From an optimization exercise on the open Yosys and OpenROAD flow, aimed at small area, a short achievable clock period and few clock cycles per item; shortcuts taken in it are not production practice.
The RTL was checked by simulation tests, not by an equivalence proof against the original design.

==> flow/design.v, too long to show whole: its modules and the start of the top module <==
// module wtm32: 4587 lines
// module wtm_fa: 4 lines
// module wtm_ha: 4 lines
// module wtm_bpp: 3 lines
// module wtm_bpp1: 3 lines
// module wtm_and2: 3 lines
// module wtm_nand2: 3 lines
// module wtm_nor2: 3 lines
// module wtm_xor2: 3 lines
// module wtm_xnor2: 3 lines
// module wtm_inv: 3 lines
// module wtm_aoi21: 3 lines
// module wtm_oai21: 3 lines
module wtm32 (
  input  wire logic        clk,
  input  wire logic        arst_n,
  input  wire logic        in_valid,
  input  wire logic [31:0] in_a,
  input  wire logic [31:0] in_b,
  output logic             in_ready,
  output logic             out_valid,
  output logic [63:0]      out_product,
  input  wire logic        credit_ret
);
  // ...
==> flow/run.sh <==
#!/bin/bash
# synth_recipe.tcl (not shown) runs the flow's synth.tcl, then flattens the netlist and writes it again
# the make line also repeats each setting of config.mk as NAME=value (left out here)
make -C /OpenROAD-flow-scripts/flow DESIGN_CONFIG=/design/flow/config.mk WORK_HOME=/design/flow/orfs CLKGATE_MAP_FILE= SYNTH_SCRIPT=/design/flow/synth_recipe.tcl finish
==> flow/config.mk <==
export PLATFORM = sky130hd
export DESIGN_NAME = wtm32
export DESIGN_NICKNAME = wtm32
export VERILOG_FILES = /design/flow/design.v
export SDC_FILE = /design/flow/constraint.sdc
export NUM_CORES = 4
export LEC_CHECK = 0
export CAP_MARGIN = 20
export CORE_MARGIN = 2
export CORE_UTILIZATION = 40
export SLEW_MARGIN = 20
export SYNTH_HIERARCHICAL = 1
==> flow/constraint.sdc <==
create_clock -name core_clock -period 8.0 [get_ports {clk}]
set_input_delay 1.6000 -clock core_clock [delete_from_list [all_inputs] [get_ports {clk}]]
set_output_delay 1.6000 -clock core_clock [all_outputs]
set_load 0.01 [all_outputs]
==> impl_metrics.toml, run 1 <==
[route]
ant_nets = 0
highest_layer = "met4"
drtIter0Drc = 2101
vias_per_cell = 5.75
dr_total_vias = 25131

[cells_and_area]
regArea_mm2 = 0.00798
final_common_cell = "xnor2_1"
dominant_cells = "multi-input combinational cells"
clock_buffers = 64

[clocking]
clk_latency_ps = 610
cts.path.max_buffers = 3

[grt]
antenna_found_initial = 1
grt_overflow = 0
use_met3_pct = 5.47
grt_first_pass_wirelength_um = 182000
track_usage_pct = 27.6

[status]
run_status = "no timing/DRC/antenna violations"

[setup_path]
crit_path_start_kind = "register"
r2r_cells = 7
regToRegEndpoint = "cs_q[118]"

[timing]
period_minus_slack_ps = 3740
fin_worst_skew_ps = 28.2

[floorplan]
die_area_mm2 = 0.0883

[hold_path]
hold_end = "out_valid"
min_from = "v2"

[logic_synthesis]
synth_top_cell_by_area = "fa_1"
synthXorXnorAreaFrac_pct = 17.1
synth_top_area_share_pct = 27.2
synthSimpleGateAreaFrac_pct = 5.07
Testbench counts, summed over its fixed seeds: cycles 3,224, items 3,200.
==> run 2: changes to the inputs <==
--- a/flow/config.mk
+++ b/flow/config.mk
@@ -8,5 +8,6 @@
 export CAP_MARGIN = 20
 export CORE_MARGIN = 2
 export CORE_UTILIZATION = 40
+export SETUP_SLACK_MARGIN = 4.8
 export SLEW_MARGIN = 20
 export SYNTH_HIERARCHICAL = 1
==> run 2 against run 1 <==
Largest cell class unchanged. Critical path depth down 1. Global-route usage up 1.2 points. Die area unchanged. Count of clock-buffer cells in the layout down 11. First-iteration DRC count up 15%. Cell count up 4.1%. Register-to-register slack better by 570 ps. Sequential cell count unchanged. Core utilization up 4.0 points. Synthesized area unchanged. Worst setup slack better by 570 ps. Worst hold slack worse by 7.7 ps.
==> impl_metrics.toml, run 2 <==
[cells_and_area]
top_regs = "cs_q: 242 flops, out_product: 64 flops, a_q: 32 flops"
synthToLayoutAreaGrowth_pct = 24.7
mostFrequentLayoutCells = "562 x xnor2_1, 496 x a22oi_2, 445 x fa_1"
drive_gt1_share_pct = 35.3
antennaDiodeCount = 0
fin_util_pct = 50.3
largest_reg_flops = 242
regMostFlops = "cs_q"
final_common_cell = "xnor2_1"
nets = 3960
fillers = 7746
stdcell_area_mm2 = 0.0429

[logic_synthesis]
synth_common_cells = "614 x xnor2_1, 496 x a22oi_2, 467 x fa_1"
synth_area_mm2 = 0.0344
yosys_register_bits = 392
synth.area.top_cells = "fa_1 27%, dfxtp_1 22%, a22oi_2 18%"
synthSimpleGateAreaFrac_pct = 5.07
synthAdderAreaFrac_pct = 29.4
synth.distinct_cells = 22
synth_top_area_share_pct = 27.2
synth_cells = 2925
synth-async-reset-ratio_pct = 1.53
yosysSeqAreaShare_pct = 22.9
synth_compound_area_share_pct = 24.4
synth_top_family_by_area = "adder cells"
synth_top_cell_by_area = "fa_1"
yosys.cell_count.top_type = "xnor2_1"
synthMuxAreaShare_pct = 0.0328
synth-edff-count = 0
synthXorXnorAreaFrac_pct = 17.1
syn_avg_cell_area_um2 = 11.7
synth_ff_type = "dfxtp_1"
yosysWarnings = 7
syn_nets = 3519

[clocking]
clock_sinks = 392
clk_latency_ps = 620
cts_buffers = 49
clkTransAtPathRegs_ps = 60
cts-root-buf = "clkbuf_16"
cts_tree = "built"
cts.path.max_buffers = 3
htree_num_levels = 2

[floorplan]
io_pins = 134
design.core.area_mm2 = 0.0851
die_h_um = 297
die_area_mm2 = 0.0883
start_util_pct = 40.4
placement_rows = 107
chipWidth_um = 297

[timing]
rsz0062_at_grt = "yes"
setup_ws_ps = 4840
setup_viol = 0
min_period_over_period_pct = 39.6
period_minus_slack_ps = 3160
fin_worst_skew_ps = 31.1
slew_headroom_pct = 45.0
fmax_mhz = 316
setup_tns_ps = 0
drv_slew = 0
worst_pin_slew_ps = 826
hold_viol = 0

[placed_design]
placedInstanceArea_mm2 = 0.0377
dp_hpwl_um = 78100
place.gp.congestion = 0.941
port_buffers = 133
dp_slack_ps = 4390

[route]
dr_total_vias = 26304
route.detailed.drc = 0
ant_nets = 0
firstDrtPassIters = 6
vias_per_cell = 5.78
drtIter0Drc = 2409
avgRoutedWirePerCell_um = 28.8
routed_wl_um = 131000

[setup_path]
cp-startpoint = "bq_neg[9]"
required_ps = 8490
rrSetupSlack_ps = 4840
crit_top_cell = "fa_1"
regToRegEndpoint = "cs_q[142]"
arrival_ps = 3650
crit_slowest_cell = "fa_1"
r2r_cells = 6
path_cells = "clkbuf_8 > xnor2_1 > fa_1 > fa_1 > fa_1 > fa_1"
crit_path_start_kind = "register"
max_stage_delay_ps = 560
crit_type = "register to register"
reg2reg_from = "bq_neg[9]"
end_kind = "register"
crit_end = "cs_q[142]"
cp_max_fo = 35

[grt]
grt_pass1_vias = 27160
grt_max_degree = 46
antenna_found_initial = 1
use_met2_pct = 46.5
grt_first_pass_wirelength_um = 187000
top_usage_layer = "met2"
use_met3_pct = 5.55
grt_overflow = 0
track_usage_pct = 28.8
grt_util_met1_pct = 37.9

[status]
run_status = "no timing/DRC/antenna violations"

[hold_path]
hp-class = "register to register"

[job]
drv_cap = 0
## run 2: cell counts after synthesis
No cell type changed its count.
## run 2: worst max-delay path: cells and delay by family, from the launching register on
| kind | cells | cell delay [ps] |
|---|---|---|
| fa+ha+maj | 4 | 2030 |
| flops | 1 | 320 |
| xor+xnor | 1 | 190 |
| buf+inv | 1 | 420 |
## run 2: kinds of logic after synthesis
family	Yosys count
adder cells (fa/ha/maj)	526
buffers and inverters	96
AO/OA/AOI/OAI	824
flip-flops	392
XOR/XNOR	672
multiplexers	1
AND/OR/NAND/NOR	414
## run 2: timing repair
| action | in CTS | in global routing |
|---|---|---|
| gates cloned | 0 | 4 |
| endpoints found under the setup margin | 124 | 68 |
| pin swaps | 1 | 21 |
| buffers inserted | 84 | 113 |
| hold buffers | 0 | 0 |
| resized for setup | 128 | 147 |
## run 2: cell type report
type	count	area, µm²	share of cell area [%]
Tap cell	1144	1430	3.34
Inverter	96	360	0.841
Multi-Input combinational cell	2437	27000	63.1
Sequential cell	392	8070	18.8
Clock inverter	38	427	0.995
Clock buffer	53	1280	2.99
Timing Repair Buffer	390	4250	9.91
## run 2: worst min path at each step
stage / startpoint / to / slack [ps] / cells past startpoint
finish: v2 / out_valid / 350 / 0
global route: v2 / out_valid / 360 / 0
CTS: v2 / out_valid / 350 / 0
detailed placement: v2 / out_valid / 340 / 0
global placement: v2 / out_valid / 340 / 0
floorplan: v2 / out_valid / 330 / 0
## run 2: layer usage
metal,vias to the layer above,part of all wire (%)
met5,-,0.0099
met4,2,4.3
met3,347,9.1
met2,1399,46
met1,13470,40
li1,11086,-
## run 2: stage by stage
step	hold WS, ps	std cells
2_1_floorplan	331	2925
3_3_place_gp	336	4258
3_5_place_dp	340	4258
4_1_cts	353	4433
5_1_grt	356	4550
6_report	350	4550
## run 2: Yosys stat by module, one instance, submodules excluded, a selection
| module | cells | flops+latches | copies in the design | cell area (µm²) |
|---|---|---|---|---|
| wtm_bpp1 | 2 | 0 | 32 | 12.5 |
| wtm_inv | 1 | 0 | 20 | 3.75 |
| wtm_and2 | 1 | 0 | 32 | 6.26 |
| wtm_fa | 1 | 0 | 466 | 20.0 |
| wtm_aoi21 | 1 | 0 | 146 | 8.76 |
| wtm_nand2 | 1 | 0 | 169 | 3.75 |
| wtm_xor2 | 1 | 0 | 41 | 8.76 |
| wtm_ha | 1 | 0 | 44 | 12.5 |
| wtm_oai21 | 1 | 0 | 167 | 5.00 |
| wtm_xnor2 | 1 | 0 | 85 | 8.76 |
| wtm_bpp | 2 | 0 | 496 | 21.3 |
| wtm_nor2 | 1 | 0 | 147 | 3.75 |
==> run 3: changes to the inputs <==
==> flow/flow/run.sh (new file) <==
#!/bin/bash
# Own flow: the standard synthesis, then every combinational cell that
# synthesis sized above drive 1 is set back to drive 1 (hierarchical
# synthesis sizes each leaf module alone, without its real load), then
# the standard layout from floorplan to finish.  Timing repair in the
# layout steps upsizes again where a path needs it.
set -euo pipefail
bash standard.sh synth > synth_std.log 2>&1
R=orfs/results/${FLOW_PLATFORM}/wtm32/base
python3 flow/downsize.py "$R/1_2_yosys.v" > downsize.log 2>&1
rm -f "$R/1_synth.odb" "$R/1_synth.sdc"
bash standard.sh > layout_std.log 2>&1
==> flow/flow/downsize.py (new file) <==
#!/usr/bin/env python3
"""Set combinational cells of a sky130hd netlist to drive strength 1.
Flip-flops, latches, buffers, clock cells and tie cells are left alone."""
import re, sys
path = sys.argv[1]
src = open(path).read()
KEEP = ('df', 'dl', 'sdf', 'edf', 'buf', 'clk', 'conb', 'tap', 'fill', 'decap', 'diode', 'dly', 'ha_', 'fa_')
import os
lib = os.path.join(os.environ.get('FLOW_HOME', '/OpenROAD-flow-scripts/flow'),
                   'platforms/sky130hd/lib/sky130_fd_sc_hd__tt_025C_1v80.lib')
cells = set(re.findall(r'cell \("sky130_fd_sc_hd__(\w+)"\)', open(lib).read()))
count = {}
def repl(m):
    base, size = m.group(1), m.group(2)
    name = base + '_' + size
    if size in ('0', '1') or name.startswith(KEEP) or (base + '_1') not in cells:
        return m.group(0)
    count[name] = count.get(name, 0) + 1
    return 'sky130_fd_sc_hd__' + base + '_1 '
out = re.sub(r'\bsky130_fd_sc_hd__([a-z0-9]+(?:_[a-z0-9]+)*?)_(\d+)\s', repl, src)
open(path, 'w').write(out)
for k, v in sorted(count.items()):
    print(k, '->', k.rsplit('_', 1)[0] + '_1', v)
==> flow/standard.sh (new file) <==
#!/bin/bash
# synth_recipe.tcl (not shown) runs the flow's synth.tcl, then flattens the netlist and writes it again
# the make line also repeats each setting of config.mk as NAME=value (left out here)
make -C /OpenROAD-flow-scripts/flow DESIGN_CONFIG=/design/flow/config.mk WORK_HOME=/design/flow/orfs CLKGATE_MAP_FILE= SYNTH_SCRIPT=/design/flow/synth_recipe.tcl "${@:-finish}"
removed: flow/run.sh
==> run 3 against run 2 <==
Fmax down 2.1%. Critical path depth up 5. Worst hold slack better by 1.8 ps. Global-route usage up 0.62 points. Clock skew down 5.8 ps. Highest routed layer is now met4.
==> impl_metrics.toml, run 3 <==
[logic_synthesis]
syn_nets = 3519
synth_area_mm2 = 0.0313
synth_cells = 2925
yosysWarnings = 7
syn_avg_cell_area_um2 = 10.7

[setup_path]
cp_max_fo = 4
cp_num_buf_inv = 3
crit_type = "register to register"
arrival_ps = 3720
max_stage_delay_ps = 540
cp-startpoint = "cs_q[8]"
path_cells = "ha_1 > fa_1 > xnor2_2 > nor2_1 > nand2_1 > o21ai_1 > a21oi_2 > buf_4 > buf_4 > buf_4 > xor2_1"
reg2reg_from = "cs_q[8]"
end_kind = "register"
crit_top_cell = "buf_4"
crit_path_start_kind = "register"
required_ps = 8490
crit_slowest_cell = "fa_1"
critPathTopFamily = "adder cells"

[cells_and_area]
nets = 3854
top_regs = "cs_q: 242 flops, out_product: 64 flops, a_q: 32 flops"
drive_gt1_share_pct = 13.2
final_common_cell = "xnor2_1"
fillers = 7027
antennaDiodeCount = 0
synthToLayoutAreaGrowth_pct = 23.3
regMostFlops = "cs_q"
layout.cells.non_filler = 4332
largest_reg_flops = 242
mostFrequentLayoutCells = "562 x xnor2_1, 493 x a22oi_1, 449 x fa_1"

[route]
firstDrtPassIters = 6
vias_per_cell = 6.01
route.detailed.drc = 0
ant_nets = 0
drtIter0Drc = 3368
avgRoutedWirePerCell_um = 28.5
routed_wl_um = 123000
dr_total_vias = 26014

[grt]
grt_overflow = 0
grt_pass1_vias = 27446
track_usage_pct = 29.4
grt_max_degree = 68
antenna_found_initial = 0
grt_first_pass_wirelength_um = 177000

[floorplan]
io_pins = 134
placement_rows = 102
chipWidth_um = 284
start_util_pct = 40.4
design.core.area_mm2 = 0.0775
die_area_mm2 = 0.0806
die_h_um = 284

[timing]
fmax_mhz = 309
period_minus_slack_ps = 3230
rsz0062_at_grt = "yes"
worst_pin_slew_ps = 973
hold_viol = 0
drv_slew = 0
setup_viol = 0
min_period_over_period_pct = 40.4
fin_worst_skew_ps = 25.3
setup_tns_ps = 0
slew_headroom_pct = 35.1

[clocking]
cts_tree = "built"
clkTransAtPathRegs_ps = 60
htree_num_levels = 2
clock_sinks = 392
cts_buffers = 46
cts.path.max_buffers = 3
cts_hold_buffers = 0
cts-root-buf = "clkbuf_16"
clk_latency_ps = 610

[status]
run_status = "no timing/DRC/antenna violations"

[placed_design]
dp_hpwl_um = 74500
place.gp.congestion = 1.05
port_buffers = 133
dp.cells = 4168

[hold_path]
min_from = "v2"
hp-class = "register to register"

[job]
drv_cap = 0
-- run 3: area by class of cell --
type | instances | area, µm² | area share (%)
Sequential cell | 392 | 8010 | 20.7
Timing Repair Buffer | 287 | 3310 | 8.58
Clock inverter | 24 | 307 | 0.794
Clock buffer | 56 | 1290 | 3.35
Inverter | 96 | 360 | 0.933
Tap cell | 1040 | 1300 | 3.37
Multi-Input combinational cell | 2437 | 24000 | 62.2
-- run 3: per-stage QoR --
stage / hold slack (ps) / utilization (%) / area (µm²) / setup slack [ps]
after global placement: 336 / 44.6 / 34600 / 4130
after CTS: 359 / 48.0 / 37200 / 4730
after detailed placement: 336 / 44.6 / 34600 / 4260
final: 352 / 49.9 / 38600 / 4770
after global routing: 376 / 49.9 / 38600 / 4710
after floorplan: 331 / - / 31400 / 4800
-- run 3: per-layer routing --
layer	up-vias	routed length, µm	global-route usage (%)	part of all wire [%]
met2	1797	56000	47.1	45
met1	12970	46400	37.6	38
met4	0	7050	14.2	5.7
met5	-	0	0	0
met3	403	14000	6.73	11
li1	10844	-	-	-
-- run 3: timing repair --
action | in CTS | in global routing
buffers inserted | 21 | 54
pin swaps | 15 | 35
setup endpoints to repair | 133 | 86
endpoints found under the hold margin | 0 | 0
gates resized for setup | 162 | 192
cloned | 0 | 9
-- run 3: worst paths after layout --
check                                   to  slack [ps]  cells past startpoint
hold / removal                   out_valid         350                      0
min in group asynchronous       credits[1]        1250                      1
setup reg to reg           out_product[14]        4770                     11
setup / recovery           out_product[14]        4770                     11
hold reg to reg                  out_valid         350                      0
max in group asynchronous       credits[2]        6490                      1

==> what the ideal ports hide <==
In the flow no input, the clock included, has a driving cell. The finished layouts below were timed again as built, in two steps.
Step 1 assumes that a clkbuf_16 drives the clock port and a buf_2 every other input.
Step 2 moves the port delays by t, midway between the first and last clock arrival at a register: inputs arrive t later, outputs are due t later. That takes back most of the time a late clock gives input paths.
a / b / c = ideal / step 1 / step 2; a / b = the first two.
| run | t, ns | slack for setup (ns) | latest minus earliest clock arrival (ns) |
|---|---|---|---|
| run 1 | 0.663 | 4.262 / 4.262 / 4.262 | 0.028 / 0.028 |
| run 2 | 0.669 | 4.835 / 4.805 / 4.770 | 0.033 / 0.033 |
| run 3 | 0.657 | 4.767 / 4.767 / 4.767 | 0.026 / 0.026 |
After both steps setup and hold are still met in every run listed. For run 2, which loses most, drivers alone change the setup slack by -0.030 ns; drivers and shift together by -0.065 ns.
